This design comes from an exercise in tuning for small area, a short achievable clock period and few clock cycles on the open sky130 flow, not from production work. No functional check of the RTL was part of any run shown here. The flow treats the clock pin as an ideal source, which a real chip does not have. No activity file was given, so power comes from the tool's default toggle rates.

**flow/flow/run.sh**
```bash
#!/bin/bash
set -euo pipefail
here=$(pwd)
bash standard.sh finish \
  MATCH_CELL_FOOTPRINT=0 SETUP_SLACK_MARGIN=5.3 \
  "BUFFER_PORTS_ARGS=-buffer_cell sky130_fd_sc_hd__buf_1" \
  POST_CTS_TCL=$here/flow/skew.tcl SKEW_BUF_CELL=sky130_fd_sc_hd__clkbuf_4 SKEW_PRE_CELL=sky130_fd_sc_hd__clkbuf_1 \
  > flow_make.log 2>&1
```
**flow/flow/skew.tcl**
```tcl
# Useful skew for the stamp -> result paths. After clock tree synthesis, the result registers
# under each leaf clock net are moved, in groups of at most SKEW_MAX_FANOUT (8), behind one
# extra clock buffer driven by that leaf net,
# so they capture a little later than the stamp registers launch. Only the register-to-
# register paths into the result registers gain; their paths to the outputs lose. With
# SKEW_PRE_CELL set, a second, smaller buffer drives the extra buffer, for a longer delay.
set block [ord::get_db_block]
set master [[ord::get_db] findMaster $::env(SKEW_BUF_CELL)]
array set groups {}
foreach inst [$block getInsts] {
  if { [string match "u_offset_delay_calc.results_o*" [$inst getName]] } {
    set it [$inst findITerm CLK]
    lappend groups([[$it getNet] getName]) $it
  }
}
# at most SKEW_MAX_FANOUT registers behind each extra buffer, taken in order along x
set max_fanout 8
if { [info exists ::env(SKEW_MAX_FANOUT)] } {
  set max_fanout $::env(SKEW_MAX_FANOUT)
}
array set chunks {}
set c 0
foreach leaf [lsort [array names groups]] {
  set sorted [lsort -integer -index 0 [lmap it $groups($leaf) {
    list [lindex [[$it getInst] getLocation] 0] $it
  }]]
  set n [llength $sorted]
  set parts [expr { ($n + $max_fanout - 1) / $max_fanout }]
  set size [expr { ($n + $parts - 1) / $parts }]
  for { set i 0 } { $i < $n } { incr i $size } {
    set chunks($c) [list $leaf [lmap x [lrange $sorted $i [expr { $i + $size - 1 }]] { lindex $x 1 }]]
    incr c
  }
}
set k 0
foreach c [lsort -integer [array names chunks]] {
  lassign $chunks($c) leaf its
  set buf [odb::dbInst_create $block $master skew_buf_$k]
  set net [odb::dbNet_create $block clknet_skew_$k]
  $net setSigType CLOCK
  if { [info exists ::env(SKEW_PRE_CELL)] && $::env(SKEW_PRE_CELL) != "" } {
    set pre [odb::dbInst_create $block [[ord::get_db] findMaster $::env(SKEW_PRE_CELL)] skew_pre_$k]
    set mid [odb::dbNet_create $block clknet_skew_pre_$k]
    $mid setSigType CLOCK
    [$pre findITerm A] connect [$block findNet $leaf]
    [$pre findITerm X] connect $mid
    [$buf findITerm A] connect $mid
  } else {
    set pre ""
    [$buf findITerm A] connect [$block findNet $leaf]
  }
  [$buf findITerm X] connect $net
  set sx 0
  set sy 0
  foreach it $its {
    $it disconnect
    $it connect $net
    set loc [[$it getInst] getLocation]
    incr sx [lindex $loc 0]
    incr sy [lindex $loc 1]
  }
  set n [llength $its]
  $buf setLocation [expr { $sx / $n }] [expr { $sy / $n }]
  $buf setPlacementStatus PLACED
  if { $pre != "" } {
    $pre setLocation [expr { $sx / $n }] [expr { $sy / $n }]
    $pre setPlacementStatus PLACED
  }
  puts "skew: $n result registers under $leaf now behind skew_buf_$k"
  incr k
}
detailed_placement
estimate_parasitics -placement
repair_timing_helper
detailed_placement
check_placement -verbose
```
**flow/standard.sh**
```bash
#!/bin/bash
# synth_recipe.tcl (not shown) runs the flow's synth.tcl, then flattens the netlist and writes it again
# the make line also repeats each setting of config.mk as NAME=value (left out here)
make -C /OpenROAD-flow-scripts/flow DESIGN_CONFIG=/design/flow/config.mk WORK_HOME=/design/flow/orfs CLKGATE_MAP_FILE= SYNTH_SCRIPT=/design/flow/synth_recipe.tcl "${@:-finish}"
```
**flow/config.mk**
```make
export PLATFORM = sky130hd
export DESIGN_NAME = clock_sync_top
export DESIGN_NICKNAME = clock_sync_top
export VERILOG_FILES = /design/flow/design.v
export SDC_FILE = /design/flow/constraint.sdc
export NUM_CORES = 4
export LEC_CHECK = 0
export CAP_MARGIN = 20
export CORE_MARGIN = 2
export CORE_UTILIZATION = 65
export CTS_BUF_LIST = sky130_fd_sc_hd__clkbuf_8
export CTS_CLUSTER_DIAMETER = 80
export CTS_CLUSTER_SIZE = 16
export PLACE_DENSITY = 0.8
export SLEW_MARGIN = 20
```
**flow/constraint.sdc**
```tcl
create_clock -name core_clock -period 9.0 [get_ports {clk_i}]
set_input_delay 1.8000 -clock core_clock [delete_from_list [all_inputs] [get_ports {clk_i}]]
set_output_delay 1.8000 -clock core_clock [all_outputs]
set_load 0.01 [all_outputs]
```
**flow/design.v**
```verilog
package clock_sync_pkg;
	typedef logic [15:0] stamp_t;
	typedef struct packed {
		logic [8-1:0] addr;
		logic [7:0]                data;
		logic                      we;
	} mbox_wr_t;
	typedef struct packed {
		stamp_t tx;
		stamp_t rx;
	} snapshot_t;
	typedef logic [4-1:0] node_mask_t;
	typedef struct packed {
		node_mask_t rx_ok;
		node_mask_t sync_ok;
		node_mask_t slave_rdy;
		node_mask_t scope_trigger;
	} node_status_t;
	typedef struct packed {
		stamp_t offset;
		stamp_t delay;
	} node_result_t;
	typedef node_result_t [4-1:0] result_array_t;
	typedef logic [2+1:0] stamp_addr_t;
endpackage
`timescale 1ns/1ps
module local_counter (
	input  logic                      clk_i,
	input  logic                      arst_n_i,
	input  logic [1:0]                snapshot_req_i,
	output clock_sync_pkg::stamp_t    count_o,
	output logic                      cycle_start_o,
	output logic [7:0]                snap_tx_h_o,
	output logic [7:0]                snap_rx_h_o
);
	localparam logic [3:0] INV = 4'b0000;
	logic [7:0] count;
	assign cycle_start_o = (count == 8'd199);
	assign count_o = {8'd0, count};
	always_ff @(posedge clk_i or negedge arst_n_i) begin
		if (!arst_n_i) begin
			count <= '0;
		end else begin
			count <= cycle_start_o ? 8'd0 : count + 8'd1;
		end
	end
	always_ff @(posedge clk_i or negedge arst_n_i) begin
		if (!arst_n_i) begin
			snap_tx_h_o <= {8{INV[2]}};
			snap_rx_h_o <= {8{INV[3]}};
		end else begin
			if (snapshot_req_i[0]) begin
				snap_tx_h_o <= count ^ {8{INV[2]}};
			end
			if (snapshot_req_i[1]) begin
				snap_rx_h_o <= count ^ {8{INV[3]}};
			end
		end
	end
endmodule
`timescale 1ns/1ps
module timestamp_store (
	input  logic                         clk_i,
	input  logic                         arst_n_i,
	input  logic [7:0]                   mbox_addr_i,
	input  logic [7:0]                   mbox_data_i,
	input  logic                         mbox_we_i,
	input  logic                         cycle_take_i,
	output logic [16*14-1:0]             stamps_o,
	output clock_sync_pkg::node_status_t status_next_o
);
	localparam logic [3:0] INV = 4'b0000;
	logic [7:0] stamp_lo [14];
	logic [7:0] stamp_hi [14];
	logic [2:0] flags [4];
	logic [3:0] rdy1;
	logic [3:0] rdy2;
	logic [3:0] chain_ok;
	logic [3:0] lo_hit;
	logic [3:0] hi_hit;
	logic [3:0] flag_hit;
	logic [15:0] lo_en;
	logic [15:0] hi_en;
	always_comb begin
		for (int n = 0; n < 4; n++) begin
			flag_hit[n] = mbox_we_i && (mbox_addr_i == 8'(16 + 16 * n + 2));
			for (int k = 0; k < 4; k++) begin
				lo_en[4 * n + k] = mbox_we_i && (mbox_addr_i == 8'(16 + 16 * n + 4 + 2 * k));
				hi_en[4 * n + k] = mbox_we_i && (mbox_addr_i == 8'(16 + 16 * n + 5 + 2 * k));
			end
			lo_hit[n] = |lo_en[4 * n +: 4];
			hi_hit[n] = |hi_en[4 * n +: 4];
		end
	end
	assign chain_ok = {rdy1[2:0] & rdy2[2:0], 1'b1};
	always_comb begin
		status_next_o = '0;
		for (int n = 0; n < 4; n++) begin
			status_next_o.rx_ok[n] = rdy1[n] & rdy2[n];
			status_next_o.sync_ok[n] = status_next_o.rx_ok[n] & flags[n][0];
			status_next_o.slave_rdy[n] = status_next_o.sync_ok[n] & flags[n][1];
			status_next_o.scope_trigger[n] = status_next_o.rx_ok[n] & flags[n][2];
		end
	end
	always_ff @(posedge clk_i or negedge arst_n_i) begin
		if (!arst_n_i) begin
			rdy1 <= '0;
			rdy2 <= '0;
			for (int n = 0; n < 4; n++) begin
				flags[n] <= '0;
			end
		end else if (cycle_take_i) begin
			rdy1 <= '0;
			rdy2 <= '0;
			for (int n = 0; n < 4; n++) begin
				flags[n] <= '0;
			end
		end else begin
			rdy1 <= rdy1 | (lo_hit & chain_ok);
			rdy2 <= rdy2 | (hi_hit & chain_ok & rdy1);
			for (int n = 0; n < 4; n++) begin
				if (flag_hit[n]) begin
					flags[n] <= mbox_data_i[2:0];
				end
			end
		end
	end
	always_ff @(posedge clk_i or negedge arst_n_i) begin
		if (!arst_n_i) begin
			for (int i = 0; i < 14; i++) begin
				stamp_lo[i] <= {8{INV[i % 4]}};
				stamp_hi[i] <= {8{INV[i % 4]}};
			end
		end else begin
			for (int i = 0; i < 14; i++) begin
				if (lo_en[i]) begin
					stamp_lo[i] <= mbox_data_i ^ {8{INV[i % 4]}};
				end
				if (hi_en[i]) begin
					stamp_hi[i] <= mbox_data_i ^ {8{INV[i % 4]}};
				end
			end
		end
	end
	always_comb begin
		for (int i = 0; i < 14; i++) begin
			stamps_o[16 * i +: 16] = {stamp_hi[i], stamp_lo[i]};
		end
	end
endmodule
`timescale 1ns/1ps
module offset_delay_calc (
	input  logic                          clk_i,
	input  logic                          arst_n_i,
	input  logic                          cycle_start_i,
	input  logic [7:0]                    snap_tx_h_i,
	input  logic [7:0]                    snap_rx_h_i,
	input  logic [16*14-1:0]              stamps_i,
	input  clock_sync_pkg::node_status_t  status_next_i,
	output logic                          cycle_take_o,
	output logic [4*32-1:0]     results_o,
	output clock_sync_pkg::node_status_t  status_o,
	output logic                          result_req_o,
	input  logic                          result_ack_i
);
	localparam logic [3:0] INV = 4'b0000;
	logic release_q;
	logic [4*32-1:0] results_next;
	assign cycle_take_o = cycle_start_i && !result_req_o && !release_q;
	function automatic logic [15:0] cpa(input logic [15:0] x, input logic [15:0] y);
		logic [15:0] g, p, gn, pn, h;
		g = x & y;
		p = x ^ y;
		h = p;
		for (int l = 0; l < 4; l++) begin
			gn = g; pn = p;
			for (int i = 0; i < 16; i++) begin
				if ((i % (2 << l)) == (2 << l) - 1) begin
					gn[i] = g[i] | (p[i] & g[i - (1 << l)]);
					pn[i] = p[i] & p[i - (1 << l)];
				end
			end
			g = gn; p = pn;
		end
		for (int l = 2; l >= 0; l--) begin
			gn = g; pn = p;
			for (int i = 0; i < 16; i++) begin
				if (i >= (2 << l) && ((i + 1) % (2 << l)) == (1 << l)) begin
					gn[i] = g[i] | (p[i] & g[i - (1 << l)]);
					pn[i] = p[i] & p[i - (1 << l)];
				end
			end
			g = gn; p = pn;
		end
		cpa = h ^ {g[14:0], 1'b0};
	endfunction
	function automatic logic [15:0] csa_s(input logic [15:0] x, input logic [15:0] y,
			input logic [15:0] z);
		csa_s = x ^ y ^ z;
	endfunction
	function automatic logic [15:0] csa_c(input logic [15:0] x, input logic [15:0] y,
			input logic [15:0] z, input logic cin);
		csa_c = {(x[14:0] & y[14:0]) | (x[14:0] & z[14:0]) | (y[14:0] & z[14:0]), cin};
	endfunction
	always_comb begin
		for (int k = 0; k < 4; k++) begin
			logic [15:0] t0_h, t1_h, a_h, b_h, s1, c1, s2, c2;
			t0_h = stamps_i[16 * (4 * k) +: 16];
			t1_h = stamps_i[16 * (4 * k + 1) +: 16];
			if (k == 0) begin
				a_h = {{8{INV[2]}}, snap_tx_h_i};
				b_h = {{8{INV[3]}}, snap_rx_h_i};
			end else begin
				a_h = stamps_i[16 * (4 * k - 2) +: 16];
				b_h = stamps_i[16 * (4 * k - 1) +: 16];
			end
			s1 = csa_s(~t1_h, ~a_h, b_h);
			c1 = csa_c(~t1_h, ~a_h, b_h, 1'b1);
			s2 = csa_s(s1, c1, t0_h);
			c2 = csa_c(s1, c1, t0_h, 1'b1);
			results_next[32 * k +: 16] = cpa(s2, c2);
			s1 = csa_s(t0_h, ~a_h, ~b_h);
			c1 = csa_c(t0_h, ~a_h, ~b_h, 1'b1);
			s2 = csa_s(s1, c1, t1_h);
			c2 = csa_c(s1, c1, t1_h, 1'b1);
			results_next[32 * k + 16 +: 16] = cpa(s2, c2);
			results_next[32 * k] = results_next[32 * k + 16];
		end
	end
	always_ff @(posedge clk_i) begin
		if (cycle_take_o) begin
			results_o <= results_next;
			status_o <= status_next_i;
		end
	end
	always_ff @(posedge clk_i or negedge arst_n_i) begin
		if (!arst_n_i) begin
			result_req_o <= 1'b0;
			release_q <= 1'b0;
		end else if (cycle_take_o) begin
			result_req_o <= 1'b1;
		end else if (result_req_o) begin
			if (result_ack_i) begin
				result_req_o <= 1'b0;
				release_q <= 1'b1;
			end
		end else if (release_q) begin
			if (!result_ack_i) begin
				release_q <= 1'b0;
			end
		end
	end
endmodule
`timescale 1ns/1ps
module clock_sync_top (
	input  logic                          clk_i,
	input  logic                          arst_n_i,
	input  logic [7:0]                    mbox_addr_i,
	input  logic [7:0]                    mbox_data_i,
	input  logic                          mbox_we_i,
	input  logic [1:0]                    snapshot_req_i,
	output logic [15:0]                   local_count_o,
	output logic [127:0]                  results_o,
	output logic [15:0]                   status_o,
	output logic                          result_req_o,
	input  logic                          result_ack_i
);
	logic cycle_start;
	logic cycle_take;
	logic [7:0] snap_tx_h;
	logic [7:0] snap_rx_h;
	logic [16*14-1:0] stamps;
	clock_sync_pkg::node_status_t status_next;
	local_counter u_local_counter (
		.clk_i          (clk_i),
		.arst_n_i       (arst_n_i),
		.snapshot_req_i (snapshot_req_i),
		.count_o        (local_count_o),
		.cycle_start_o  (cycle_start),
		.snap_tx_h_o    (snap_tx_h),
		.snap_rx_h_o    (snap_rx_h)
	);
	timestamp_store u_timestamp_store (
		.clk_i         (clk_i),
		.arst_n_i      (arst_n_i),
		.mbox_addr_i   (mbox_addr_i),
		.mbox_data_i   (mbox_data_i),
		.mbox_we_i     (mbox_we_i),
		.cycle_take_i  (cycle_take),
		.stamps_o      (stamps),
		.status_next_o (status_next)
	);
	offset_delay_calc u_offset_delay_calc (
		.clk_i         (clk_i),
		.arst_n_i      (arst_n_i),
		.cycle_start_i (cycle_start),
		.snap_tx_h_i   (snap_tx_h),
		.snap_rx_h_i   (snap_rx_h),
		.stamps_i      (stamps),
		.status_next_i (status_next),
		.cycle_take_o  (cycle_take),
		.results_o     (results_o),
		.status_o      (status_o),
		.result_req_o  (result_req_o),
		.result_ack_i  (result_ack_i)
	);
endmodule
```
==> metrics.md, run 1 <==
| Metric | Value |
|---|---|
| Status | complete, no violations |
| Die Height | 199 um |
| CP required | 9.61 ns |
| Total congestion overflow | 0 |
| Inst Count DP | 2480 |
| Drt wl/cell | 19.2 um |
| Post-synthesis xor/xnor area fraction | 0.0304 |
| Post-DP HPWL | 36400 um |
| Most common cell after layout, fill and taps aside | inv_1 |
| Vias post-DR | 14322 |
| Die width | 199 um |
| Critical Path End Type | register |
| Syn Area/Cell | 13.5 um^2 |
| Worst-path clk slew | 0.10 ns |
| Final ANT Viol Nets | 0 |
| CP max FO | 4 |
| Measured slew at the worst slew-check pin | 0.905 ns |
| Slew Viols, Final | 0 |
| Synth Flop Type | dfrtp_1 |
| Count of cell types in the netlist | 58 |
| Simple-Gate Fraction of Synth Area | 0.0496 |
| IO Pins | 183 |
| Core box area | 37600 um^2 |
| Setup violators final | 0 |
| Crit path DAT | 4.15 ns |
| Async set or reset register ratio after synthesis | 0.659 |
| Initial antenna violation count | 7 |
| Clk sinks | 410 |
| Gate Count Post-Synth | 1836 |
| Number of flops mapped to enable cells by yosys | 140 |
| Synthesized area | 24700 um^2 |
| Fillers | 2561 |
| Synth warnings | 6 |
| Slew Limit Headroom | 0.395 |
| First-pass GRT wire length | 81300 um |
| Final #Nets | 2460 |
| Num rows | 71 |
| Post-synthesis sequential area ratio | 0.443 |
| Non-Filler Instances | 2585 |
| Drt first pass iters | 5 |
| Ratio of final minimum period to clock period | 0.393 |
| Crit path kind | register to register |
| P_leak | 0.0119 uW |
| Synth Register Bits | 410 |
| Worst-Skew Late Latency | 0.91 ns |
| Multiplexer share of the synthesized area | 0.104 |
| CTS tree | built |
| Crit path launch type | register |
| Most frequent cells in the layout | inv_1 (331), fa_1 (275), dfrtp_1 (270), mux2_2 (213), buf_1 (169) |
| Largest net degree at the start of global routing | 162 |
| Port Buf Inserts | 174 |
| DRC Markers | 0 |
| Total GRT Usage | 0.267 |
| Worst VDD drop | 0.162 mV |
| Avg Vias per Cell | 5.54 |
| Die area | 39600 um^2 |
| Clock Skews | 0.287 ns |
| Hold Vio Cnt, Final | 0 |
| F_max | 283 MHz |
| Largest family of logic cells by synthesized area | adder cells |
| Vias in the first global route | 15958 |
| DR iter-0 viols | 775 |
| Tot Pwr | 5310 uW |
| Max-Cap Viols | 0 |
| GPL Wtd Cong | 0.858 |
| Compound-Gate Fraction of Synth Area | 0.0341 |
| Layout area overhead | 8.20% |
| RSZ-0062 raised after global routing | no |
| Hold Crit Class | register to register |
| Initial Util | 0.659 |
| Post-Synth Adder-Cell Area | 0.280 |
| Setup TNS | 0 ns |
| WL final | 49600 um |
| Share of cells above drive strength 1 | 0.156 |
| PD cells | 198 nW/um^2 |
| Minimum clock period | 3.54 ns |
==> power by group <==
part	internal [uW]	switching [uW]	total [uW]
sequential	2130	55.2	2190
clock	503	680	1180
combinational	844	1090	1930
total	3480	1820	5310
==> cell type report, without the clock buffers <==
| type | instances | area (um^2) | area share |
|---|---|---|---|
| multi-input cells | 1064 | 12400 | 0.463 |
| flip-flops and latches | 410 | 11000 | 0.409 |
| inverters | 314 | 1180 | 0.0440 |
| repair buffers | 183 | 774 | 0.0289 |
| well taps | 511 | 639 | 0.0239 |
| plain buffers | 48 | 270 | 0.0101 |
| clock inverters | 20 | 85.1 | 0.00318 |
| diodes | 2 | 5.00 | 0.000187 |
==> flip-flops by register name (all words and copies together), names as in the netlist <==
signal,count
u_offset_delay_calc.results_o,124
u_timestamp_store.stamp_hi,112
u_timestamp_store.stamp_lo,112
u_offset_delay_calc.status_o,16
u_timestamp_store.flags,12
u_local_counter.count,8
u_local_counter.snap_rx_h_o,8
u_local_counter.snap_tx_h_o,8
u_timestamp_store.rdy1,4
u_timestamp_store.rdy2,4
u_offset_delay_calc.release_q,1
u_offset_delay_calc.result_req_o,1
==> through the flow <==
| step | hold slack (ns) | util | instance area, um^2 | worst slack [ns] |
|---|---|---|---|---|
| floorplan | 0.458 | - | 24800 | 5.37 |
| global placement | 0.471 | 0.689 | 25900 | 5.13 |
| detailed placement | 0.485 | 0.689 | 25900 | 5.04 |
| global route | 0.504 | 0.712 | 26800 | 5.29 |
| finish | 0.488 | 0.713 | 26800 | 5.46 |
==> Yosys cell counts (5+ instances only) <==
cell | instances | area, um^2
inv_1 | 314 | 1180
nor2_2 | 8 | 50.1
o31ai_1 | 8 | 60.1
nand2b_1 | 5 | 31.3
nand3_1 | 27 | 135
buf_2 | 10 | 50.1
o21a_1 | 6 | 45.0
mux2_2 | 213 | 2400
and2_1 | 9 | 56.3
and3b_1 | 8 | 70.1
a21oi_1 | 49 | 245
o21ai_0 | 27 | 135
fa_1 | 276 | 5530
xor2_1 | 38 | 333
o21bai_1 | 8 | 60.1
a21o_1 | 16 | 120
buf_1 | 10 | 37.5
clkbuf_1 | 21 | 78.8
xnor2_1 | 48 | 420
ha_1 | 111 | 1390
nor2_4 | 6 | 67.6
nor2_1 | 21 | 78.8
nand2_1 | 67 | 251
mux2_1 | 11 | 124
nand4_1 | 17 | 106
edfxtp_1 | 140 | 4200
mux2i_1 | 6 | 60.1
buf_4 | 12 | 90.1
a31oi_1 | 22 | 138
dfrtp_1 | 270 | 6760
and3_1 | 12 | 75.1
==> final timing paths <==
check                                                              startpoint                                       endpoint  slack, ns  cells past startpoint
max in group asynchronous                                            arst_n_i   u_timestamp_store.stamp_lo[7][4]$_DFFE_PN0P_       6.56                      2
worst min register to register   u_timestamp_store.stamp_lo[1][0]$_DFFE_PN0P_    u_offset_delay_calc.results_o[16]$_DFFE_PP_       0.49                      2
min in group asynchronous                                            arst_n_i  u_timestamp_store.stamp_lo[11][4]$_DFFE_PN0P_       1.16                      1
worst max-delay path            u_timestamp_store.stamp_hi[10][1]$_DFFE_PN0P_   u_offset_delay_calc.results_o[127]$_DFFE_PP_       5.46                     12
worst min-delay path             u_timestamp_store.stamp_lo[1][0]$_DFFE_PN0P_    u_offset_delay_calc.results_o[16]$_DFFE_PP_       0.49                      2
worst max register to register  u_timestamp_store.stamp_hi[10][1]$_DFFE_PN0P_   u_offset_delay_calc.results_o[127]$_DFFE_PP_       5.46                     12
==> worst max-delay path, cell delays in order (launching register included) <==
cell and delay [ns]:
dfrtp_1 0.38, inv_1 0.10, fa_1 0.57, fa_1 0.42, ha_1 0.36, a21oi_1 0.19
o21ai_0 0.15, a31oi_1 0.31, o31ai_4 0.16, fa_2 0.40, xor2_2 0.17, xnor2_1 0.19
xnor2_1 0.11
==> routing by layer <==
layer / share of wire / track usage / wire (um) / up-vias
met3: 0.051 / 0.0407 / 2540 / 97
met2: 0.52 / 0.468 / 25900 / 336
met5: 0.0014 / 0 / 68 / -
li1: - / - / - / 6439
met1: 0.40 / 0.345 / 19700 / 7440
met4: 0.027 / 0.0854 / 1330 / 10
==> cells by family (layout without fill, tap and decap cells) <==
| kind of cell | count (synthesis) | after routing |
|---|---|---|
| adders and majority gates | 388 | 388 |
| DFF | 410 | 410 |
| AOI/OAI and AO/OA | 141 | 141 |
| other | 1 | 10 |
| xor gates and xnor gates | 86 | 86 |
| and+or+nand+nor | 211 | 211 |
| muxes | 230 | 230 |
| buffers and inverters | 369 | 598 |
==> run 2, diff against run 1 <==
--- a/flow/flow/skew.tcl
+++ b/flow/flow/skew.tcl
@@ -1,4 +1,3 @@
 # Useful skew for the stamp -> result paths. After clock tree synthesis, the result registers
-# under each leaf clock net are moved, in groups of at most SKEW_MAX_FANOUT (8), behind one
-# extra clock buffer driven by that leaf net,
+# under each leaf clock net are moved behind one extra clock buffer driven by that leaf net,
 # so they capture a little later than the stamp registers launch. Only the register-to-
@@ -15,24 +14,4 @@
 }
-# at most SKEW_MAX_FANOUT registers behind each extra buffer, taken in order along x
-set max_fanout 8
-if { [info exists ::env(SKEW_MAX_FANOUT)] } {
-  set max_fanout $::env(SKEW_MAX_FANOUT)
-}
-array set chunks {}
-set c 0
+set k 0
 foreach leaf [lsort [array names groups]] {
-  set sorted [lsort -integer -index 0 [lmap it $groups($leaf) {
-    list [lindex [[$it getInst] getLocation] 0] $it
-  }]]
-  set n [llength $sorted]
-  set parts [expr { ($n + $max_fanout - 1) / $max_fanout }]
-  set size [expr { ($n + $parts - 1) / $parts }]
-  for { set i 0 } { $i < $n } { incr i $size } {
-    set chunks($c) [list $leaf [lmap x [lrange $sorted $i [expr { $i + $size - 1 }]] { lindex $x 1 }]]
-    incr c
-  }
-}
-set k 0
-foreach c [lsort -integer [array names chunks]] {
-  lassign $chunks($c) leaf its
   set buf [odb::dbInst_create $block $master skew_buf_$k]
@@ -54,3 +33,3 @@
   set sy 0
-  foreach it $its {
+  foreach it $groups($leaf) {
     $it disconnect
@@ -61,3 +40,3 @@
   }
-  set n [llength $its]
+  set n [llength $groups($leaf)]
   $buf setLocation [expr { $sx / $n }] [expr { $sy / $n }]
==> metrics.md, run 2 <==
| Metric | Value |
|---|---|
| Status | complete, no violations |
| Drt first pass iters | 5 (unchanged) |
| Max-Cap Viols | 0 (unchanged) |
| Share of cells above drive strength 1 | 0.154 (-0.00167) |
| Hold WS | 0.480 ns (-0.00796 ns) |
| Simple-Gate Fraction of Synth Area | 0.0496 (unchanged) |
| Slew Limit Headroom | 0.378 (-0.0171) |
| R2r setup slk | 5.49 ns (+0.02 ns) |
| Largest net degree at the start of global routing | 162 (unchanged) |
| GPL Wtd Cong | 0.858 (unchanged) |
| Post-synthesis xor/xnor area fraction | 0.0304 (unchanged) |
| Worst-Skew Late Latency | 0.91 ns (about the same) |
| Post-synth top cells | inv_1 (314), fa_1 (276), dfrtp_1 (270) |
| Gate Count Post-Synth | 1836 (unchanged) |
| Slew Viols, Final | 0 (unchanged) |
| F_max | 285 MHz (+0.71%) |
| DRC Markers | 0 (unchanged) |
| Hold Crit Class | register to register |
| Post-Synth Adder-Cell Area | 0.280 (unchanged) |
| CP top delay family | adder cells |
| P_leak | 0.0118 uW (-0.24%) |
| Syn Area/Cell | 13.5 um^2 (unchanged) |
| CP max stage cell | fa_1 |
| CP max FO | 4 (unchanged) |
| Final WS setup | 5.49 ns (+0.0248 ns) |
| Worst-path clk slew | 0.10 ns (about the same) |
| Most frequent cells in the layout | inv_1 (331), fa_1 (275), dfrtp_1 (270), mux2_2 (213), buf_1 (169) |
| Die width | 199 um (unchanged) |
| Total GRT Usage | 0.266 (-0.000880) |
| CP required | 9.61 ns (about the same) |
| Clk sinks | 410 (unchanged) |
| Top-count cell post-synth | inv_1 |
| Final ANT Viol Nets | 0 (unchanged) |
| Vias in the first global route | 15873 (-0.53%) |
| Total congestion overflow | 0 (unchanged) |
| Worst VDD drop | 0.162 mV (-0.13%) |
| Setup TNS | 0 ns (unchanged) |
| IO Pins | 183 (unchanged) |
| Number of flops mapped to enable cells by yosys | 140 (unchanged) |
| Port Buf Inserts | 174 (unchanged) |
| Synth Register Bits | 410 (unchanged) |
| Count of cell types in the netlist | 58 (unchanged) |
| Critical Path End Type | register |
| DR iter-0 viols | 815 (+5.2%) |
| Async set or reset register ratio after synthesis | 0.659 (unchanged) |
| Clock Skews | 0.299 ns (+0.0122 ns) |
| Layout area overhead | 7.97% |
| Initial antenna violation count | 7 (unchanged) |
| Multiplexer share of the synthesized area | 0.104 (unchanged) |
| PD cells | 197 nW/um^2 (-0.70%) |
| Largest family of logic cells by synthesized area | adder cells |
| Die Height | 199 um (unchanged) |
| CTS tree | built |
| Post-DP HPWL | 36400 um (unchanged) |
| Post-synthesis sequential area ratio | 0.443 (unchanged) |
| Crit path kind | register to register |
| Setup violators final | 0 (unchanged) |
| Synthesized area | 24700 um^2 (unchanged) |
| Drt wl/cell | 19.2 um (+0.24%) |
| Post-synth top area share | 0.273 (unchanged) |
| RSZ-0062 raised after global routing | no |
| Synth area leaders | dfrtp_1 (27%), fa_1 (22%), edfxtp_1 (17%), mux2_2 (9.7%), ha_1 (5.6%) |
| Most flop-heavy register | u_offset_delay_calc.results_o |
| Die area | 39600 um^2 (unchanged) |
| Compound-Gate Fraction of Synth Area | 0.0341 (unchanged) |
| Crit path buf inv count | 1 (unchanged) |
| Vias post-DR | 14312 (-0.070%) |
| Most common cell after layout, fill and taps aside | inv_1 |
| Synth Flop Type | dfrtp_1 |
| Measured slew at the worst slew-check pin | 0.931 ns (+0.0256 ns) |
| Avg Vias per Cell | 5.56 (+0.32%) |
| Ratio of final minimum period to clock period | 0.391 (-0.00276) |
| Tot Pwr | 5260 uW (-0.91%) |
| Final #Nets | 2450 (-0.41%) |
| Area leader, netlist | dfrtp_1 |
| Largest register FFs | 124 (unchanged) |
| WL final | 49500 um (-0.15%) |
| Slowest Stage Delay on Critical Path | 0.59 ns (+0.02 ns) |
| Largest regs | u_offset_delay_calc.results_o x124, u_timestamp_store.stamp_hi x112, u_timestamp_store.stamp_lo x112 |
| Hold Vio Cnt, Final | 0 (unchanged) |
| Crit path launch type | register |
| Dpl ws | 5.04 ns (unchanged) |
| Crit path DAT | 4.12 ns (-0.03 ns) |
| Num rows | 71 (unchanged) |
| Core box area | 37600 um^2 (unchanged) |
| Initial Util | 0.659 (unchanged) |
| Critical path cell sequence | inv_1 -> fa_1 -> fa_1 -> ha_1 -> a21oi_1 -> o21ai_0 -> a21oi_2 -> o31ai_4 -> fa_2 -> xor2_2 -> xnor2_1 -> xnor2_1 |
| First-pass GRT wire length | 81000 um (-0.33%) |
| Post-layout util | 0.711 (-0.00150) |
| Minimum clock period | 3.51 ns (-0.0248 ns) |
| Synth warnings | 6 (unchanged) |
[run 2: cells by family after synthesis]
kind of cell               after synthesis
DFF                                    410
adders and majority gates              388
buffers and inverters                  369
muxes                                  230
and+or+nand+nor                        211
AOI/OAI and AO/OA                      141
xor gates and xnor gates                86
other                                    1
[run 2: area by class of cell, without the clock buffers]
class | instances | area [um^2]
clock inverter | 20 | 85.1
multi-input combinational | 1064 | 12400
fill | 2570 | 10900
antenna | 2 | 5.00
sequential | 410 | 11000
buffer | 38 | 214
timing repair buffer | 183 | 774
inverter | 314 | 1180
tap | 511 | 639
[run 2: final timing paths]
kind,startpoint,end,depth (start not counted)
min reg2reg,u_timestamp_store.stamp_lo[13][0]$_DFFE_PN0P_,u_offset_delay_calc.results_o[112]$_DFFE_PP_,2
min,u_timestamp_store.stamp_lo[13][0]$_DFFE_PN0P_,u_offset_delay_calc.results_o[112]$_DFFE_PP_,2
min in group asynchronous,arst_n_i,u_timestamp_store.stamp_lo[11][4]$_DFFE_PN0P_,1
max,u_timestamp_store.stamp_lo[10][5]$_DFFE_PN0P_,u_offset_delay_calc.results_o[127]$_DFFE_PP_,12
max reg2reg,u_timestamp_store.stamp_lo[10][5]$_DFFE_PN0P_,u_offset_delay_calc.results_o[127]$_DFFE_PP_,12
max in group asynchronous,arst_n_i,u_timestamp_store.stamp_lo[7][4]$_DFFE_PN0P_,2
[run 2: power breakdown]
part	total [uW]	switching (uW)	internal [uW]
Clock	1130	665	469
Combinational	1930	1090	845
Sequential	2190	55.2	2130
Total	5260	1810	3450
[run 2: worst register-to-register path: cells and delay by family (launching register included)]
family	cells	cell delay [ns]
XOR/XNOR	3	0.48
AO/OA/AOI/OAI	4	0.74
adder cells (fa/ha/maj)	4	1.79
buffers and inverters	1	0.09
flip-flops	1	0.37
[run 2: per-stage QoR]
| stage | instances | cell area, um^2 |
|---|---|---|
| finish | 2575 | 26700 |
| global route | 2573 | 26700 |
| detailed placement | 2480 | 25900 |
| global placement | 2480 | 25900 |
| floorplan | 1843 | 24800 |
[run 2: routing by layer]
| layer | share of wire | track usage | vias up | wire length [um] |
|---|---|---|---|---|
| met4 | 0.026 | 0.0837 | 10 | 1310 |
| li1 | - | - | 6413 | - |
| met3 | 0.051 | 0.0408 | 93 | 2510 |
| met5 | 0.0014 | 0 | - | 68 |
| met1 | 0.40 | 0.344 | 7455 | 19700 |
| met2 | 0.52 | 0.467 | 341 | 25900 |
==> run 3, diff against run 2 <==
--- a/flow/design.v
+++ b/flow/design.v
@@ -216,6 +216,6 @@
 			end
-			s1 = csa_s(~t1_h, ~a_h, b_h);
-			c1 = csa_c(~t1_h, ~a_h, b_h, 1'b1);
-			s2 = csa_s(s1, c1, t0_h);
-			c2 = csa_c(s1, c1, t0_h, 1'b1);
+			s1 = csa_s(t0_h, ~t1_h, ~a_h);
+			c1 = csa_c(t0_h, ~t1_h, ~a_h, 1'b1);
+			s2 = csa_s(s1, c1, b_h);
+			c2 = csa_c(s1, c1, b_h, 1'b1);
 			results_next[32 * k +: 16] = cpa(s2, c2);
@@ -226,3 +226,2 @@
 			results_next[32 * k + 16 +: 16] = cpa(s2, c2);
-			results_next[32 * k] = results_next[32 * k + 16];
 		end
==> flow/flow/run.sh (replaced) <==
#!/bin/bash
set -euo pipefail
bash standard.sh finish \
  MATCH_CELL_FOOTPRINT=0 SETUP_SLACK_MARGIN=5.3 \
  "BUFFER_PORTS_ARGS=-buffer_cell sky130_fd_sc_hd__buf_1" \
  > flow_make.log 2>&1
removed: flow/flow/skew.tcl
==> metrics.md, run 3 <==
| Metric | Value |
|---|---|
| Ratio of final minimum period to clock period | 0.403 (+0.0126) |
| DRC Markers | 0 (unchanged) |
| RR Startpoint | u_timestamp_store.stamp_lo[9][1]$_DFFE_PN0P_ |
| Syn Area/Cell | 13.5 um^2 (about the same) |
| R2R depth | 11 (-1) |
| Slew Viols, Final | 0 (unchanged) |
| N_diodes | 0 (-2) |
| Initial antenna violation count | 0 (-7) |
| Seq. cell area | 11100 um^2 (+1.1%) |
| Synth area leaders | dfrtp_1 (27%), fa_1 (22%), edfxtp_1 (17%), mux2_2 (9.8%), ha_1 (6.3%) |
| Setup TNS | 0 ns (unchanged) |
| Layout area overhead | 9.49% |
| Area leader, netlist | dfrtp_1 |
| Final #Nets | 2462 (+0.49%) |
| Largest net degree at the start of global routing | 190 (+17%) |
| DR iter-0 viols | 845 (+3.7%) |
| Synth warnings | 6 (unchanged) |
| Hold Crit Class | register to register |
| GPL Wtd Cong | 0.888 (+3.6%) |
| Initial Util | 0.660 (+0.00187) |
| Post-synthesis sequential area ratio | 0.444 (+0.00148) |
| Status | complete, no violations |
| Drt wl/cell | 19.4 um (+0.80%) |
| Gate Count Post-Synth | 1850 (+0.76%) |
| Avg Vias per Cell | 5.57 (+0.27%) |
| Share of cells above drive strength 1 | 0.187 (+0.0330) |
| IO Pins | 183 (unchanged) |
| CP startpoint | u_timestamp_store.stamp_lo[9][1]$_DFFE_PN0P_ |
| Critical Path End Type | register |
| Vias post-DR | 14368 (+0.39%) |
| PD cells | 195 nW/um^2 (-0.94%) |
| First-pass GRT wire length | 80600 um (-0.53%) |
| Reg-to-Reg End | u_offset_delay_calc.results_o[79]$_DFFE_PP_ |
| Clock Skews | 0.0514 ns (-0.248 ns) |
| Final ANT Viol Nets | 0 (unchanged) |
| Footprint of the multi-input gates | 12900 um^2 (+4.2%) |
| CP required | 9.35 ns (-0.26 ns) |
| Crit path DAT | 3.98 ns (-0.14 ns) |
| Total GRT Usage | 0.262 (-0.00352) |
| Vias in the first global route | 15598 (-1.7%) |
| Port Buf Inserts | 174 (unchanged) |
| Count of cell types in the netlist | 64 (+10%) |
| Die Height | 200 um (+0.37%) |
| Fillers | 2529 (-1.6%) |
| P_leak | 0.0121 uW (+1.8%) |
| Largest regs | u_offset_delay_calc.results_o x128, u_timestamp_store.stamp_hi x112, u_timestamp_store.stamp_lo x112 |
| Final instance area | 27300 um^2 (+2.2%) |
| Most frequent cells in the layout | inv_1 (331), dfrtp_1 (269), fa_1 (256), mux2_2 (218), buf_1 (173) |
| Setup crit end | u_offset_delay_calc.results_o[79]$_DFFE_PP_ |
| Hold Vio Cnt, Final | 0 (unchanged) |
| Crit path kind | register to register |
| Crit path launch type | register |
| Most common cell after layout, fill and taps aside | inv_1 |
| Cts hold-fix bufs | 0 |
| Worst-path clk slew | 0.11 ns (about the same) |
| Clk sinks | 414 (+0.98%) |
| H-tree depth | 1 |
| Drt first pass iters | 5 (unchanged) |
| Tot Pwr | 5320 uW (+1.2%) |
| Most flop-heavy register | u_offset_delay_calc.results_o |
| Number of flops mapped to enable cells by yosys | 144 (+2.9%) |
| Setup violators final | 0 (unchanged) |
| WL final | 50000 um (+0.92%) |
| Minimum clock period | 3.63 ns (+0.113 ns) |
| Hold WS | 0.514 ns (+0.0346 ns) |
| Die area | 39900 um^2 (+0.74%) |
| Post-DP HPWL | 36400 um (+0.15%) |
| Slew Limit Headroom | 0.335 (-0.0424) |
| Synth Flop Type | dfrtp_1 |
| CP max FO | 3 (-1) |
| Total congestion overflow | 0 (unchanged) |
| Top-count cell post-synth | inv_1 |
| Synth Register Bits | 414 (+0.98%) |
| Synthesized area | 24900 um^2 (+0.76%) |
| Max-Cap Viols | 0 (unchanged) |
| Placement Cell Area | 26100 um^2 (+0.88%) |
| Num rows | 71 (unchanged) |
| RSZ-0062 raised after global routing | yes |
| Post-synth top cells | inv_1 (314), dfrtp_1 (270), fa_1 (269) |
| Measured slew at the worst slew-check pin | 0.994 ns (+0.0635 ns) |
| Root Driver | clkbuf_8 |
| Post-synth top area share | 0.271 (-0.00206) |
| Clk buf depth | 3 |
| Die width | 200 um (+0.37%) |
| F_max | 276 MHz (-3.1%) |
| CTS tree | built |
| Largest register FFs | 128 (+3.2%) |
| R2r setup slk | 5.37 ns (-0.11 ns) |
| Worst-Skew Late Latency | 0.64 ns (-0.27 ns) |
| TritonCTS buffer count | 29 |
| Worst VDD drop | 0.121 mV (-25%) |
| Core box area | 37800 um^2 (+0.47%) |
| Async set or reset register ratio after synthesis | 0.652 (-0.00636) |
[run 3: changes by cell type after synthesis, moves of 5 or more]
cell / change
ha_1: +14
nand2_1: +11
clkbuf_1: +6
nor2_2: -6
mux2_2: +5
fa_1: -7
nor2_8: +5
a21oi_1: +5
buf_1: -5
mux2_1: -5
[run 3: layout make-up]
type	count	area share
Multi-Input combinational cell	1076	0.474
Timing Repair Buffer	211	0.0356
Clock inverter	22	0.00316
Clock buffer	30	0.0151
Sequential cell	414	0.406
Inverter	314	0.0432
Tap cell	511	0.0234
[run 3: report_power, final]
group          leakage, uW  internal, uW  switching (uW)
logic              0.00677           992            1210
registers          0.00496          2160            53.5
clock network     0.000328           310             600
total               0.0121          3460            1860
[run 3: per-stage QoR]
stage	std cells	worst slack (ns)	util
after global routing	2578	5.25	0.723
final	2578	5.37	0.723
after CTS	2560	5.27	0.708
after detailed placement	2502	4.94	0.692
after global placement	2502	5.05	0.692
after floorplan	1857	5.33	-
[run 3: how the worst min path moves through the flow]
stage / from / to / cells past startpoint / slack, ns
6_report: u_timestamp_store.stamp_lo[10][6]$_DFFE_PN0P_ / u_timestamp_store.stamp_lo[10][6]$_DFFE_PN0P_ / 1 / 0.51
5_1_grt: u_timestamp_store.stamp_hi[2][6]$_DFFE_PN0P_ / u_timestamp_store.stamp_hi[2][6]$_DFFE_PN0P_ / 1 / 0.53
4_1_cts: u_timestamp_store.stamp_lo[11][0]$_DFFE_PN0P_ / u_timestamp_store.stamp_lo[11][0]$_DFFE_PN0P_ / 1 / 0.52
3_5_place_dp: u_timestamp_store.stamp_lo[10][7]$_DFFE_PN0P_ / u_timestamp_store.stamp_lo[10][7]$_DFFE_PN0P_ / 1 / 0.49
3_3_place_gp: u_timestamp_store.stamp_lo[2][1]$_DFFE_PN0P_ / u_timestamp_store.stamp_lo[2][1]$_DFFE_PN0P_ / 1 / 0.48
2_1_floorplan: u_timestamp_store.stamp_hi[0][1]$_DFFE_PN0P_ / u_timestamp_store.stamp_hi[0][1]$_DFFE_PN0P_ / 1 / 0.46
[run 3: cell families (layout without fill, tap and decap cells)]
logic type / after synthesis / count (layout) / share of synthesized area
AO/OA/AOI/OAI: 147 / 147 / 0.0353
XOR/XNOR: 86 / 86 / 0.0302
adder cells (fa/ha/maj): 395 / 395 / 0.279
buffers and inverters: 367 / 577 / 0.0577
flip-flops: 414 / 414 / 0.444
multiplexers: 227 / 227 / 0.102
other: 1 / 8 / 0.000150
AND/OR/NAND/NOR: 213 / 213 / 0.0508
[run 3: repair_timing]
action                                  4_1_cts  5_1_grt
pin swaps                                     4       38
hold endpoints to repair                      0        0
gates resized for setup                      19       73
setup buffers                                 6       17
endpoints found under the setup margin        7       10
[run 3: worst max-delay path: stages, from the launching register on]
cell and delay, ns:
dfrtp_1 0.41, inv_1 0.07, fa_1 0.48, fa_1 0.50
fa_1 0.50, nand3_2 0.12, a21oi_1 0.07, and3b_2 0.33
o31ai_1 0.12, fa_1 0.43, xnor2_2 0.17, xnor2_1 0.13
[run 3: layer usage]
metal,wire (um),up-vias,GRT usage
met5,0,-,0
met4,1150,0,0.0686
met3,2390,92,0.0368
met2,25500,315,0.448
met1,21000,7520,0.360
li1,-,6441,-
==> run 4, diff against run 3 <==
--- a/flow/design.v
+++ b/flow/design.v
@@ -216,6 +216,6 @@
 			end
-			s1 = csa_s(t0_h, ~t1_h, ~a_h);
-			c1 = csa_c(t0_h, ~t1_h, ~a_h, 1'b1);
-			s2 = csa_s(s1, c1, b_h);
-			c2 = csa_c(s1, c1, b_h, 1'b1);
+			s1 = csa_s(~t1_h, ~a_h, b_h);
+			c1 = csa_c(~t1_h, ~a_h, b_h, 1'b1);
+			s2 = csa_s(s1, c1, t0_h);
+			c2 = csa_c(s1, c1, t0_h, 1'b1);
 			results_next[32 * k +: 16] = cpa(s2, c2);
==> metrics.md, run 4 <==
| Metric | Value |
|---|---|
| Worst-Skew Late Latency | 0.67 ns (+0.03 ns) |
| Layout area overhead | 9.45% (about the same) |
| PD cells | 197 nW/um^2 (+0.96%) |
| Share of cells above drive strength 1 | 0.193 (+0.00536) |
| CP top delay family | adder cells |
| P_leak | 0.0123 uW (+1.7%) |
| Final #Nets | 2439 (-0.93%) |
| Post-synthesis sequential area ratio | 0.444 (-0.000913) |
| DR iter-0 viols | 698 (-17%) |
| Root Driver | clkbuf_8 |
| Dpl ws | 4.87 ns (-0.0666 ns) |
| Max-Cap Viols | 0 (unchanged) |
| IO Pins | 183 (unchanged) |
| Drt first pass iters | 7 (+2) |
| Measured slew at the worst slew-check pin | 1.03 ns (+0.0360 ns) |
| Drt wl/cell | 19.5 um (+0.77%) |
| Core box area | 37800 um^2 (unchanged) |
| Most common cell after layout, fill and taps aside | inv_1 |
| First-pass GRT wire length | 81000 um (+0.42%) |
| Die area | 40000 um^2 (+0.21%) |
| DRC Markers | 0 (unchanged) |
| TritonCTS buffer count | 30 (+3.4%) |
| Initial Util | 0.662 (+0.00136) |
| Synth Flop Type | dfrtp_1 |
| Hold Vio Cnt, Final | 0 (unchanged) |
| Worst VDD drop | 0.171 mV (+42%) |
| Total GRT Usage | 0.263 (about the same) |
| Crit path launch type | register |
| Syn Area/Cell | 13.6 um^2 (+1.2%) |
| Worst-path clk slew | 0.11 ns (about the same) |
| Setup violators final | 0 (unchanged) |
| Vias in the first global route | 15636 (+0.24%) |
| CP max FO | 2 (-1) |
| Post-DP HPWL | 36900 um (+1.3%) |
| Minimum clock period | 3.64 ns (+0.00927 ns) |
| Synth Register Bits | 414 (unchanged) |
| Hold Crit Class | register to register |
| Most frequent cells in the layout | inv_1 (326), fa_1 (266), dfrtp_1 (266), mux2_2 (209), buf_1 (171) |
| Crit path DAT | 4.06 ns (+0.08 ns) |
| Cts hold-fix bufs | 0 (unchanged) |
| Synth area leaders | dfrtp_1 (27%), fa_1 (22%), edfxtp_1 (17%), mux2_2 (9.4%), ha_1 (5.6%) |
| WL final | 50000 um (+0.14%) |
| Area leader, netlist | dfrtp_1 |
| Count of cell types in the netlist | 53 (-17%) |
| Synthesized area | 25000 um^2 (+0.21%) |
| Largest net degree at the start of global routing | 82 (-57%) |
| CTS tree | built |
| Post-synth top cells | inv_1 (315), fa_1 (276), dfrtp_1 (270) |
| Port Buf Inserts | 174 (unchanged) |
| Number of flops mapped to enable cells by yosys | 144 (unchanged) |
| CP required | 9.42 ns (+0.07 ns) |
| Fillers | 2466 (-2.5%) |
| Ratio of final minimum period to clock period | 0.404 (+0.00103) |
| Vias post-DR | 14327 (-0.29%) |
| Crit path kind | register to register |
| Tot Pwr | 5380 uW (+1.1%) |
| Synth warnings | 6 (unchanged) |
| F_max | 275 MHz (-0.25%) |
| Clk buf depth | 3 (unchanged) |
| Crit path buf inv count | 1 (unchanged) |
| Slew Viols, Final | 0 (unchanged) |
| Clk sinks | 414 (unchanged) |
| Async set or reset register ratio after synthesis | 0.652 (unchanged) |
| H-tree depth | 1 (unchanged) |
| Initial antenna violation count | 0 (unchanged) |
| RSZ-0062 raised after global routing | yes |
| Gate Count Post-Synth | 1832 (-0.97%) |
| Die Height | 200 um (+0.10%) |
| Top-count cell post-synth | inv_1 |
| Clock Skews | 0.0387 ns (-0.0126 ns) |
| Status | complete, no violations |
| Inst Count DP | 2491 (-0.44%) |
| Largest register FFs | 128 (unchanged) |
| Setup TNS | 0 ns (unchanged) |
| Final WS setup | 5.36 ns (-0.00927 ns) |
| Critical path cell sequence | inv_1 -> fa_1 -> fa_1 -> fa_2 -> nand3_1 -> a21oi_1 -> and3b_2 -> o31ai_4 -> fa_2 -> xor2_2 -> xnor2_2 -> xnor2_1 |
| Slowest Stage Delay on Critical Path | 0.58 ns (+0.08 ns) |
| Critical Path End Type | register |
| Post-synth top area share | 0.270 (-0.000556) |
| GPL Wtd Cong | 0.861 (-3.1%) |
| Post-layout util | 0.724 (+0.00119) |
| Num rows | 71 (unchanged) |
| Total congestion overflow | 0 (unchanged) |
| Final ANT Viol Nets | 0 (unchanged) |
| Avg Vias per Cell | 5.59 (+0.34%) |
| Die width | 200 um (+0.10%) |
| Most flop-heavy register | u_offset_delay_calc.results_o |
| Slew Limit Headroom | 0.312 (-0.0236) |
| Non-Filler Instances | 2562 (-0.62%) |
| Largest regs | u_offset_delay_calc.results_o x128, u_timestamp_store.stamp_hi x112, u_timestamp_store.stamp_lo x112 |
| N_diodes | 0 (unchanged) |
| CP max stage cell | fa_1 |
==> run 4: cell types whose count changed after synthesis, sizes merged, moves of 3 or more <==
| cell | previous run | this run |
|---|---|---|
| o21ai | 27 | 36 |
| buf | 25 | 22 |
| nor2 | 27 | 38 |
| ha | 125 | 111 |
| nand3 | 28 | 25 |
| fa | 269 | 276 |
| nand2 | 80 | 68 |
| xnor2 | 51 | 47 |
| nor3 | 9 | 4 |
| nand4 | 14 | 19 |
| xor2 | 35 | 38 |
==> run 4: worst paths after layout <==
kind / from / end / slack (ns) / depth (start not counted)
min: u_timestamp_store.stamp_hi[0][3]$_DFFE_PN0P_ / u_timestamp_store.stamp_hi[0][3]$_DFFE_PN0P_ / 0.51 / 1
min in group asynchronous: arst_n_i / u_timestamp_store.stamp_hi[9][4]$_DFFE_PN0P_ / 1.15 / 1
max: u_timestamp_store.stamp_lo[6][1]$_DFFE_PN0P_ / u_offset_delay_calc.results_o[79]$_DFFE_PP_ / 5.36 / 12
max in group asynchronous: arst_n_i / u_offset_delay_calc.release_q$_DFFE_PN0P_ / 5.98 / 3
min reg2reg: u_timestamp_store.stamp_hi[0][3]$_DFFE_PN0P_ / u_timestamp_store.stamp_hi[0][3]$_DFFE_PN0P_ / 0.51 / 1
max reg2reg: u_timestamp_store.stamp_lo[6][1]$_DFFE_PN0P_ / u_offset_delay_calc.results_o[79]$_DFFE_PP_ / 5.36 / 12
==> run 4: repair_timing <==
item / in CTS / in global routing
hold endpoints to repair: 0 / 0
endpoints found under the setup margin: 5 / 9
resized for setup: 23 / 67
setup buffers: 4 / 14
pin swaps: 5 / 31
==> run 4: routing by layer <==
layer | wire (um) | GRT usage
met3 | 2320 | 0.0388
met2 | 25600 | 0.445
met1 | 20900 | 0.360
met5 | 0 | 0
met4 | 1270 | 0.0727
==> run 4: cells by family after synthesis <==
| group | Yosys count | share of synthesized area |
|---|---|---|
| compound gates | 154 | 0.0366 |
| buf+inv | 363 | 0.0570 |
| mux | 227 | 0.102 |
| simple gates | 200 | 0.0536 |
| fa+ha+maj | 388 | 0.277 |
| flops | 414 | 0.444 |
| other cells | 1 | 0.000150 |
| xor+xnor | 85 | 0.0298 |
==> run 4: layout make-up <==
| cell class | instances | area (um^2) | area share |
|---|---|---|---|
| clock buffers | 34 | 468 | 0.0171 |
| clock inverters | 19 | 78.8 | 0.00288 |
| repair buffers | 207 | 907 | 0.0332 |
| multi-input cells | 1062 | 13000 | 0.475 |
| well taps | 511 | 639 | 0.0234 |
| flip-flops and latches | 414 | 11100 | 0.405 |
| inverters | 315 | 1180 | 0.0432 |
==> run 4: where the power goes <==
| part | internal [uW] | switching (uW) | leakage [uW] |
|---|---|---|---|
| Sequential | 2160 | 56.0 | 0.00496 |
| Combinational | 985 | 1220 | 0.00697 |
| Clock | 347 | 617 | 0.000344 |
==> run 4: per-stage QoR <==
step	instance area, um^2	hold slack [ns]
floorplan	25000	0.458
global route	27300	0.526
CTS	26900	0.514
detailed placement	26200	0.483
global placement	26200	0.485
finish	27300	0.514

## re-timing with driven ports
The flow's constraints put no driver on any port. The routed layouts listed below were extracted and timed again, unchanged, in two steps. Step 1, drivers: a clkbuf_16 drives clk_i and a buf_2 each remaining input, both assumed. Step 2, shift: input delay + t, output delay - t, t = (earliest + latest rising clock arrival at the registers) / 2. This alone moves slack from input paths to output paths. Slacks: ideal ports / drivers / drivers and shift; pairs: ideal ports / drivers.
run | shift t [ns] | setup slack, ns | hold WS [ns] | clock arrival spread, ns
run 1 | 0.809 | 5.460 / 5.460 / 4.879 | 0.488 / 0.488 / 0.488 | 0.304 / 0.303
run 2 | 0.809 | 5.485 / 5.485 / 4.871 | 0.480 / 0.480 / 0.480 | 0.310 / 0.310
run 3 | 0.673 | 5.372 / 5.372 / 4.848 | 0.514 / 0.514 / 0.514 | 0.058 / 0.057
run 4 | 0.706 | 5.362 / 5.362 / 4.899 | 0.514 / 0.514 / 0.514 | 0.040 / 0.040
In run 1 and run 2 the clock reaches the registers at very different times; t lies between them, and the last value is a rough guide only. The setup slack of run 2, which loses most, moves by 0.000 ns with the drivers and by -0.614 ns with both steps.
